Context: an optimization exercise on an open-source flow, tuned for small area. The choices shown serve that exercise and are no tape-out recipe.
In this exercise RTL edits were held to simulation tests only and were not proved equivalent to the original.
No activity file was given, so power comes from the tool's default toggle rates.

==> design.v <==
`default_nettype none
package net_pkg;
  typedef struct packed {
    logic [63:0] data;
    logic [7:0]  keep;   
    logic        last;   
  } beat64_t;
  typedef struct packed {
    logic [64*8-1:0] data;
    logic [8*8-1:0]  keep;
    logic                     last;
  } word512_t;
  typedef enum logic {
    PAD_PASS,
    PAD_FILL
  } pad_state_t;
  typedef enum logic [1:0] {
    SEQ_HOLD,
    SEQ_SETTLE,
    SEQ_UP
  } seq_state_t;
endpackage
`default_nettype wire
`timescale 1ns/1ps
`default_nettype none
module net_reset_seq (
  input  wire  sys_reset,
  input  wire  net_clk,
  input  wire  user_rx_reset,
  input  wire  user_tx_reset,
  output logic link_up
);
  localparam int CNT_W = $clog2(2 + 1);
  localparam logic [CNT_W-1:0] SETTLE_END = 2;
  net_pkg::seq_state_t       state_q;
  logic [CNT_W-1:0] cnt_q;
  logic             mac_reset;
  assign mac_reset = user_rx_reset | user_tx_reset;   
  assign link_up = (state_q == net_pkg::SEQ_UP);
  always_ff @(posedge sys_reset or posedge net_clk) begin
    if (net_clk) begin
      state_q <= net_pkg::SEQ_HOLD;
      cnt_q <= '0;
    end else begin
      case (state_q)
        net_pkg::SEQ_HOLD: begin
          cnt_q <= '0;
          if (!mac_reset) state_q <= net_pkg::SEQ_SETTLE;
        end
        net_pkg::SEQ_SETTLE: begin
          if (mac_reset) state_q <= net_pkg::SEQ_HOLD;   
          else if (cnt_q == SETTLE_END) state_q <= net_pkg::SEQ_UP;
          else cnt_q <= cnt_q + 1'b1;
        end
        default: begin
          if (mac_reset) state_q <= net_pkg::SEQ_HOLD;   
        end
      endcase
    end
  end
endmodule
`default_nettype wire
`timescale 1ns/1ps
`default_nettype none
module tx_width_down (
  input  wire                    sys_reset,
  input  wire                    net_clk,
  input  wire net_pkg::word512_t in_word,
  input  wire                    in_valid,
  output logic                   in_ready,
  output net_pkg::beat64_t       out_beat,
  output logic                   out_valid,
  input  wire                    out_ready
);
  localparam int LANE_W = $clog2(8);
  net_pkg::word512_t          word_q;
  logic [LANE_W-1:0] lane_q;      
  logic [LANE_W-1:0] last_lane;
  logic              at_final;
  logic              ready_en;    
  always_comb begin
    last_lane = '0;
    for (int i = 0; i < 8; i++) begin
      if (word_q.keep[8*i]) last_lane = i[LANE_W-1:0];
    end
  end
  assign at_final = (lane_q == last_lane);
  assign out_beat.data = word_q.data[64*lane_q +: 64];
  assign out_beat.keep = word_q.keep[8*lane_q +: 8];
  assign out_beat.last = word_q.last & at_final;
  assign in_ready = ready_en & (~out_valid | (out_ready & at_final));
  always_ff @(posedge sys_reset or posedge net_clk) begin
    if (net_clk) begin
      ready_en <= 1'b0;
      out_valid <= 1'b0;
      lane_q <= '0;
    end else begin
      ready_en <= 1'b1;
      if (in_valid && in_ready) begin
        out_valid <= 1'b1;
        lane_q <= '0;
      end else if (out_valid && out_ready) begin
        if (at_final) out_valid <= 1'b0;
        else lane_q <= lane_q + 1'b1;
      end
    end
  end
  always_ff @(posedge sys_reset) begin
    if (in_valid && in_ready) word_q <= in_word;   
  end
endmodule
`default_nettype wire
`timescale 1ns/1ps
`default_nettype none
module tx_frame_pad (
  input  wire                   sys_reset,
  input  wire                   net_clk,
  input  wire                   link_up,
  input  wire net_pkg::beat64_t in_beat,
  input  wire                   in_valid,
  output logic                  in_ready,
  output net_pkg::beat64_t      mac_beat,
  output logic                  mac_valid,
  input  wire                   mac_ready
);
  localparam int CNT_W = $clog2(60 + 1);
  localparam logic [CNT_W:0] MIN_BYTES = 60;
  net_pkg::pad_state_t       state_q;
  logic [CNT_W-1:0] cnt_q;        
  logic [CNT_W:0]   rem;          
  logic [CNT_W:0]   sent;
  logic [3:0]       in_bytes;
  logic [3:0]       fill_n;
  logic [7:0]       fill_keep;
  logic [63:0]      byte_mask;
  logic             short_last;   
  assign in_bytes = 4'($countones(in_beat.keep));
  assign rem = MIN_BYTES - {1'b0, cnt_q};
  assign fill_n = (rem >= 8) ? 4'd8 : rem[3:0];
  assign fill_keep = ~(8'hFF << fill_n);
  assign short_last = in_beat.last && (({1'b0, cnt_q} + in_bytes) < MIN_BYTES);
  always_comb begin
    for (int i = 0; i < 8; i++) begin
      byte_mask[8*i +: 8] = {8{in_beat.keep[i] & (state_q == net_pkg::PAD_PASS)}};
    end
  end
  always_comb begin
    mac_beat = in_beat;
    if (state_q == net_pkg::PAD_FILL || short_last) begin
      mac_beat.data = in_beat.data & byte_mask;
      mac_beat.keep = fill_keep;
      mac_beat.last = (rem <= 8);   
    end
  end
  assign mac_valid = link_up & ((state_q == net_pkg::PAD_FILL) | in_valid);
  assign in_ready = link_up & (state_q == net_pkg::PAD_PASS) & mac_ready;
  assign sent = {1'b0, cnt_q} + 4'($countones(mac_beat.keep));
  always_ff @(posedge sys_reset or posedge net_clk) begin
    if (net_clk) begin
      state_q <= net_pkg::PAD_PASS;
      cnt_q <= '0;
    end else if (mac_valid && mac_ready) begin
      if (mac_beat.last) begin
        state_q <= net_pkg::PAD_PASS;
        cnt_q <= '0;
      end else begin
        if (short_last) state_q <= net_pkg::PAD_FILL;   
        cnt_q <= (sent >= MIN_BYTES) ? MIN_BYTES[CNT_W-1:0] : sent[CNT_W-1:0];
      end
    end
  end
endmodule
`default_nettype wire
`timescale 1ns/1ps
`default_nettype none
module rx_beat_fifo (
  input  wire                   sys_reset,
  input  wire                   net_clk,
  input  wire                   link_up,
  input  wire net_pkg::beat64_t in_beat,
  input  wire                   in_valid,
  output net_pkg::beat64_t      out_beat,
  output logic                  out_valid,
  input  wire                   out_ready,
  output logic                  overflow
);
  localparam int PTR_W = $clog2(16);
  logic [72:0] mem [16];   
  logic [PTR_W:0] wr_ptr;   
  logic [PTR_W:0] rd_ptr;
  logic           empty;
  logic           full;
  logic           arrive;
  logic           wr_en;
  logic           rd_en;
  assign empty = (wr_ptr == rd_ptr);
  assign full = (wr_ptr[PTR_W] != rd_ptr[PTR_W]) &&
                (wr_ptr[PTR_W-1:0] == rd_ptr[PTR_W-1:0]);
  assign arrive = in_valid & link_up;   
  assign wr_en = arrive & ~full;
  assign rd_en = out_valid & out_ready;
  assign out_valid = ~empty;
  assign out_beat = mem[rd_ptr[PTR_W-1:0]];
  always_ff @(posedge sys_reset or posedge net_clk) begin
    if (net_clk) begin
      wr_ptr <= '0;
      rd_ptr <= '0;
      overflow <= 1'b0;
    end else begin
      if (wr_en) wr_ptr <= wr_ptr + 1'b1;
      if (rd_en) rd_ptr <= rd_ptr + 1'b1;
      if (arrive && full) overflow <= 1'b1;   
    end
  end
  always_ff @(posedge sys_reset) begin
    if (wr_en) mem[wr_ptr[PTR_W-1:0]] <= in_beat;
  end
endmodule
`default_nettype wire
`timescale 1ns/1ps
`default_nettype none
module rx_width_up (
  input  wire                   sys_reset,
  input  wire                   net_clk,
  input  wire net_pkg::beat64_t in_beat,
  input  wire                   in_valid,
  output logic                  in_ready,
  output net_pkg::word512_t     out_word,
  output logic                  out_valid,
  input  wire                   out_ready
);
  localparam int LANE_W = $clog2(8);
  localparam logic [LANE_W-1:0] TOP_LANE = 8 - 1;
  net_pkg::word512_t          word_q;
  net_pkg::word512_t          word_next;
  logic [LANE_W-1:0] lane_q;    
  logic              accept;
  logic              closing;
  assign in_ready = ~out_valid;   
  assign accept = in_valid & in_ready;
  assign closing = in_beat.last | (lane_q == TOP_LANE);
  assign out_word = word_q;
  always_comb begin
    if (lane_q == '0) begin
      word_next = '0;   
    end else begin
      word_next = word_q;
    end
    word_next.data[64*lane_q +: 64] = in_beat.data;
    word_next.keep[8*lane_q +: 8] = in_beat.keep;
    word_next.last = in_beat.last;
  end
  always_ff @(posedge sys_reset or posedge net_clk) begin
    if (net_clk) begin
      lane_q <= '0;
      out_valid <= 1'b0;
    end else if (accept) begin
      if (closing) begin
        out_valid <= 1'b1;
        lane_q <= '0;
      end else begin
        lane_q <= lane_q + 1'b1;
      end
    end else if (out_valid && out_ready) begin
      out_valid <= 1'b0;
    end
  end
  always_ff @(posedge sys_reset) begin
    if (accept) word_q <= word_next;
  end
endmodule
`default_nettype wire
`timescale 1ns/1ps
`default_nettype none
module net_stack_top (
  input  wire               sys_reset,
  input  wire               net_clk,
  input  wire               user_rx_reset,
  input  wire               user_tx_reset,
  output logic              network_init_done,
  output logic              rx_overflow,
  input  wire net_pkg::word512_t tx_word,
  input  wire               tx_valid,
  output logic              tx_ready,
  output net_pkg::word512_t rx_word,
  output logic              rx_valid,
  input  wire               rx_ready,
  output net_pkg::beat64_t  mac_tx_beat,
  output logic              mac_tx_valid,
  input  wire               mac_tx_ready,
  input  wire net_pkg::beat64_t mac_rx_beat,
  input  wire               mac_rx_valid
);
  net_pkg::beat64_t tx_mid_beat;   
  logic    tx_mid_valid;
  logic    tx_mid_ready;
  net_pkg::beat64_t rx_mid_beat;   
  logic    rx_mid_valid;
  logic    rx_mid_ready;
  net_reset_seq i_reset_seq (
    .sys_reset     (sys_reset),
    .net_clk       (net_clk),
    .user_rx_reset (user_rx_reset),
    .user_tx_reset (user_tx_reset),
    .link_up       (network_init_done)
  );
  tx_width_down i_tx_width_down (
    .sys_reset (sys_reset),
    .net_clk   (net_clk),
    .in_word   (tx_word),
    .in_valid  (tx_valid),
    .in_ready  (tx_ready),
    .out_beat  (tx_mid_beat),
    .out_valid (tx_mid_valid),
    .out_ready (tx_mid_ready)
  );
  tx_frame_pad i_tx_frame_pad (
    .sys_reset (sys_reset),
    .net_clk   (net_clk),
    .link_up   (network_init_done),
    .in_beat   (tx_mid_beat),
    .in_valid  (tx_mid_valid),
    .in_ready  (tx_mid_ready),
    .mac_beat  (mac_tx_beat),
    .mac_valid (mac_tx_valid),
    .mac_ready (mac_tx_ready)
  );
  rx_beat_fifo i_rx_beat_fifo (
    .sys_reset (sys_reset),
    .net_clk   (net_clk),
    .link_up   (network_init_done),
    .in_beat   (mac_rx_beat),
    .in_valid  (mac_rx_valid),
    .out_beat  (rx_mid_beat),
    .out_valid (rx_mid_valid),
    .out_ready (rx_mid_ready),
    .overflow  (rx_overflow)
  );
  rx_width_up i_rx_width_up (
    .sys_reset (sys_reset),
    .net_clk   (net_clk),
    .in_beat   (rx_mid_beat),
    .in_valid  (rx_mid_valid),
    .in_ready  (rx_mid_ready),
    .out_word  (rx_word),
    .out_valid (rx_valid),
    .out_ready (rx_ready)
  );
endmodule
`default_nettype wire
==> run.sh <==
#!/bin/bash
# synth_recipe.tcl (not shown) runs the flow's synth.tcl, then flattens the netlist and writes it again
# the make line also repeats each setting of config.mk as NAME=value (left out here)
make -C /OpenROAD-flow-scripts/flow DESIGN_CONFIG=/design/flow/config.mk WORK_HOME=/design/flow/orfs CLKGATE_MAP_FILE= SYNTH_SCRIPT=/design/flow/synth_recipe.tcl finish
==> config.mk <==
export PLATFORM = sky130hd
export DESIGN_NAME = net_stack_top
export DESIGN_NICKNAME = net_stack_top
export VERILOG_FILES = /design/flow/design.v
export SDC_FILE = /design/flow/constraint.sdc
export NUM_CORES = 4
export LEC_CHECK = 0
export CAP_MARGIN = 20
export CORE_MARGIN = 2
export CORE_UTILIZATION = 40
export SLEW_MARGIN = 20
==> constraint.sdc <==
create_clock -name core_clock -period 12.0 [get_ports {sys_reset}]
set_input_delay 2.4000 -clock core_clock [delete_from_list [all_inputs] [get_ports {sys_reset}]]
set_output_delay 2.4000 -clock core_clock [all_outputs]
set_load 0.01 [all_outputs]
==> metrics.md <==
| Metric | Value |
|---|---|
| Outcome | `no timing/DRC/antenna violations` |
| Row cnt | `~180` |
| Clock skew | `0.0752 ns` |
| Pwr per Cell Area | `260 nW/um2` |
| Sink Count | `2353` |
| DR vias | `53000` |
| Clk pwr share | `25.0%` |
| Critical path class | `register to output port` |
| #FFs+latches synth | `2353` |
| Max IR drop VDD | `between 0.3 and 0.4 mV` |
| Fin crit share | `~90%` |
| Slew @ Worst Pin | `1.23 ns` |
| Post-synthesis sequential area ratio | `76.2%` |
| Sequential power share | `a little under two fifths` |
| Final HPWL DP | `a little over 200 mm` |
| Main synth FF type | `edfxtp_1` |
| Die width | `485 um` |
| Initial antenna violation count | `between 100 and 150` |
| Max Cap Violations | `0` |
| EDFF count, synth | `approximately 2300` |
| TritonCTS buffer count | `about 240` |
| Final min period | `10.54 ns` |
| Total I/O pin count | `1313` |
| RSZ-0062 raised after global routing | `false` |
| CTS max path bufs | `3` |
| First-pass GRT wire length | `420 mm` |
| Worst setup margin | `roughly 1.5 ns` |
| Setup tns final | `0 ns` |
| Req. time, crit path | `9.60 ns` |
| Total congestion overflow | `0` |
| CP max FO | `31` |
| Max frequency | `94.9 MHz` |
| P_int | `19.6 mW` |
| Ys async rst share | `1.32%` |
| GP Congestion | `0.993` |
| I/O Buffers | `approximately 1300` |
| Syn Nets | `5094` |
| NetSw | `11.1 mW` |
| # fillers | `18300` |
| Starting density of the core | `40.2%` |
| Arrival time worst endpoint | `8.14 ns` |
| Setup-failing EPs final | `0` |
| Switch share | `36.2%` |
| Synth Area per Inst | `21.0 um2` |
| Logic pwr share | `37.4%` |
| Worst-path clk slew | `0.07 ns` |
| Vias in the first global route | `50600` |
| Post-layout instance count excluding filler cells | `approximately 9100` |
| Unique masters post-synth | `64` |
| Setup crit end kind | `output port` |
| Remaining DRCs | `0` |
| Die height | `485 um` |
| GRT Util Overall | `25.5%` |
| DRT antenna net count | `0` |
| Worst relative slew slack | `about 18%` |
| Area Overhead vs Synth | `27.7%` |
| Placed Area | `110000 um2` |
| WL final | `310 mm` |
| CTS hold repair buffers | `0` |
| Critical Path Start Type | `register` |
| CTS H-tree depth | `4` |
| Fin. Hold Viols | `0` |
| LEAKAGE | `38.7 nW` |
| Cell Area, Synth | `a little over 90000 um2` |
| Number of synthesis warnings | `5` |
| Share of cells above drive strength 1 | `18.0%` |
| Overall die area | `235000 um2` |
| Post-Place Setup Slack | `1.76 ns` |
| Placed Cells | `8576` |
| Clk latency of the worst-skew pair | `0.92 ns` |
| Count of pins over their slew limit | `0` |
| HP Class | `register to register` |
| Post_cts resized | `0` |
| TritonCTS clock tree | `done` |
| DRT iter0 DRCs | `6755` |
| Mapped Cells | `4400` |
| Setup Buffers After CTS | `0` |
| Core area | `230000 um2` |
| Via-to-Cell Ratio | `just under 6` |
| Util after Layout | `51.4%` |
| Clock root cell | `clkbuf_16` |
| # nets final | `6493` |
| Routed wire per std cell | `34.1 um` |
| Final instance area | `118000 um2` |
| Largest net degree at the start of global routing | `191` |
| Pre-Repair DR Iteration Count | `5` |
[flip-flops by register name (all words and copies together) (netlist names), 3 cells and up]
register / count
i_rx_beat_fifo.wr_ptr: 5
i_rx_width_up.word_q: 577
i_rx_beat_fifo.mem: 1168
i_tx_width_down.word_q: 577
i_rx_beat_fifo.rd_ptr: 5
i_tx_frame_pad.cnt_q: 6
i_tx_width_down.lane_q: 3
i_rx_width_up.lane_q: 3
[metal layers]
layer | share of wire [%] | GRT usage [%] | vias to the layer above
li1 | - | - | 21500
met1 | 40 | 34.8 | 28000
met2 | 47 | 39.9 | 2891
met3 | 9.9 | 6.85 | 506
met4 | 3.4 | 8.09 | 52
met5 | 0.11 | 0 | -
[through the flow]
step                      total power [mW]  hold slack, ns
after floorplan                       17.1           0.466
after global placement                22.9           0.486
after detailed placement              23.0           0.486
after CTS                             30.7           0.497
after global routing                  31.6           0.513
final                                 30.7           0.498
[path summary, 6_finish.rpt]
path	slack, ns	end	cells after the start	from
min in group asynchronous	1.96	i_reset_seq.cnt_q[1]$_DFFE_PP0P_	3	net_clk
max	1.46	mac_tx_beat[55]	15	i_tx_width_down.lane_q[0]$_DFFE_PP0P_
min	0.50	i_rx_beat_fifo.wr_ptr[4]$_DFFE_PP0P_	1	i_rx_beat_fifo.wr_ptr[4]$_DFFE_PP0P_
min reg2reg	0.50	i_rx_beat_fifo.wr_ptr[4]$_DFFE_PP0P_	1	i_rx_beat_fifo.wr_ptr[4]$_DFFE_PP0P_
max in group asynchronous	9.47	i_rx_beat_fifo.rd_ptr[2]$_DFFE_PP0P_	3	net_clk
max reg2reg	1.76	i_tx_frame_pad.cnt_q[1]$_DFFE_PP0P_	26	i_tx_width_down.lane_q[0]$_DFFE_PP0P_
[cells in the mapped netlist, types with 5 or more instances]
cell type	count	area share [%]
ha_1	27	0.37
nand3_1	6	0.032
nor2_1	99	0.40
a21oi_1	17	0.092
a211oi_2	72	0.97
a21o_2	7	0.066
xor2_1	7	0.066
inv_1	40	0.16
a211oi_1	74	0.60
nor2b_1	81	0.55
a31oi_1	5	0.034
buf_1	39	0.16
a22o_1	581	5.5
dfrtp_1	31	0.84
o21ai_0	6	0.032
buf_2	46	0.25
edfxtp_1	2322	75
nand4_1	7	0.047
mux4_2	436	11
mux2i_1	151	1.6
and2_1	7	0.047
xnor2_1	19	0.18
mux2_2	12	0.15
buf_6	13	0.16
nand2_1	26	0.11
clkbuf_1	172	0.70
buf_4	15	0.12
fa_1	9	0.19
nor3_1	13	0.070
[final cells by class]
cell class | count | area, um2 | area share, %
flip-flops and latches | 2353 | 70500 | 59.7
clock buffers | 287 | 6300 | 5.34
multi-input cells | 1722 | 21100 | 17.9
diodes | 35 | 87.6 | 0.0741
clock inverters | 170 | 1860 | 1.58
repair buffers | 1441 | 14300 | 12.1
well taps | 3026 | 3790 | 3.20
inverters | 40 | 153 | 0.129
[power groups by stage]
stage          clock network, mW  logic, mW  registers [mW]
6_report                    7.68       11.5            11.6
5_1_grt                     8.11       11.9            11.7
4_1_cts                     7.80       11.4            11.5
3_5_place_dp                   0       11.3            11.7
3_3_place_gp                   0       11.2            11.7
2_1_floorplan                  0       4.91            12.2
[cells in the final DEF (no fill, tap or decap), types with 16 or more instances in the layout]
cell type        count
nor2b_1             79
mux4_2             436
clkbuf_1            37
buf_4              115
xnor2_1             19
clkinv_2            59
mux2i_1            151
nor2_1              85
a211oi_4            29
a22o_1             581
clkdlybuf4s50_1   1312
inv_1               38
nand2_1             26
diode_2             35
dfrtp_1             24
clkinv_1            47
clkbuf_16          242
a211oi_1            74
clkinvlp_4          16
ha_1                26
edfxtp_1          2322
a211oi_2            43
bufinv_16           28
[worst max-delay path: stages, from the launching register on]
cell and delay, ns:
dfrtp_4 0.83, mux4_2 0.58, mux2i_1 0.60, fa_1 0.56, fa_1 0.46, fa_1 0.43
fa_1 0.46, xnor2_1 0.14, ha_1 0.30, or4_1 0.54, o221a_2 0.24, a41o_1 0.30
nor4b_4 0.54, a21o_2 0.50, nor2_1 0.19, clkdlybuf4s50_1 0.54
[logic make-up (layout without fill, tap and decap cells)]
| group | after synthesis | count (layout) | synth area share [%] |
|---|---|---|---|
| muxes | 600 | 600 | 12.4 |
| xor gates and xnor gates | 26 | 26 | 0.246 |
| adders and majority gates | 36 | 36 | 0.560 |
| other | 1 | 36 | 0.00405 |
| buffers and inverters | 325 | 1938 | 1.55 |
| DFF | 2353 | 2353 | 76.2 |
| AOI/OAI and AO/OA | 797 | 797 | 7.63 |
| and+or+nand+nor | 262 | 262 | 1.43 |

port drivers added, routing unchanged:
The flow's constraints put no driver on any port. The routed layout listed below was extracted and timed again, unchanged, in two steps. Step 1 assumes that a clkbuf_16 drives the clock port and a buf_2 every other input. Step 2 times the ports against the registers' clock, not the clock port: input delays grow and output delays shrink by t, the midpoint of the rising clock arrivals with the driver on. Three values: ideal ports, drivers, drivers and shift; two values: the first two.
t, ns: 0.966
slack for setup (ns): 1.462 / 1.375 / 1.762
worst hold slack (ns): 0.498 / 0.498 / 0.498
clock arrival spread, ns: 0.087 / 0.087
cell pins on the clock port's net: 1
After both steps setup and hold are still met in this run. For this run, drivers alone change the setup slack by -0.087 ns; drivers and shift together by +0.300 ns.
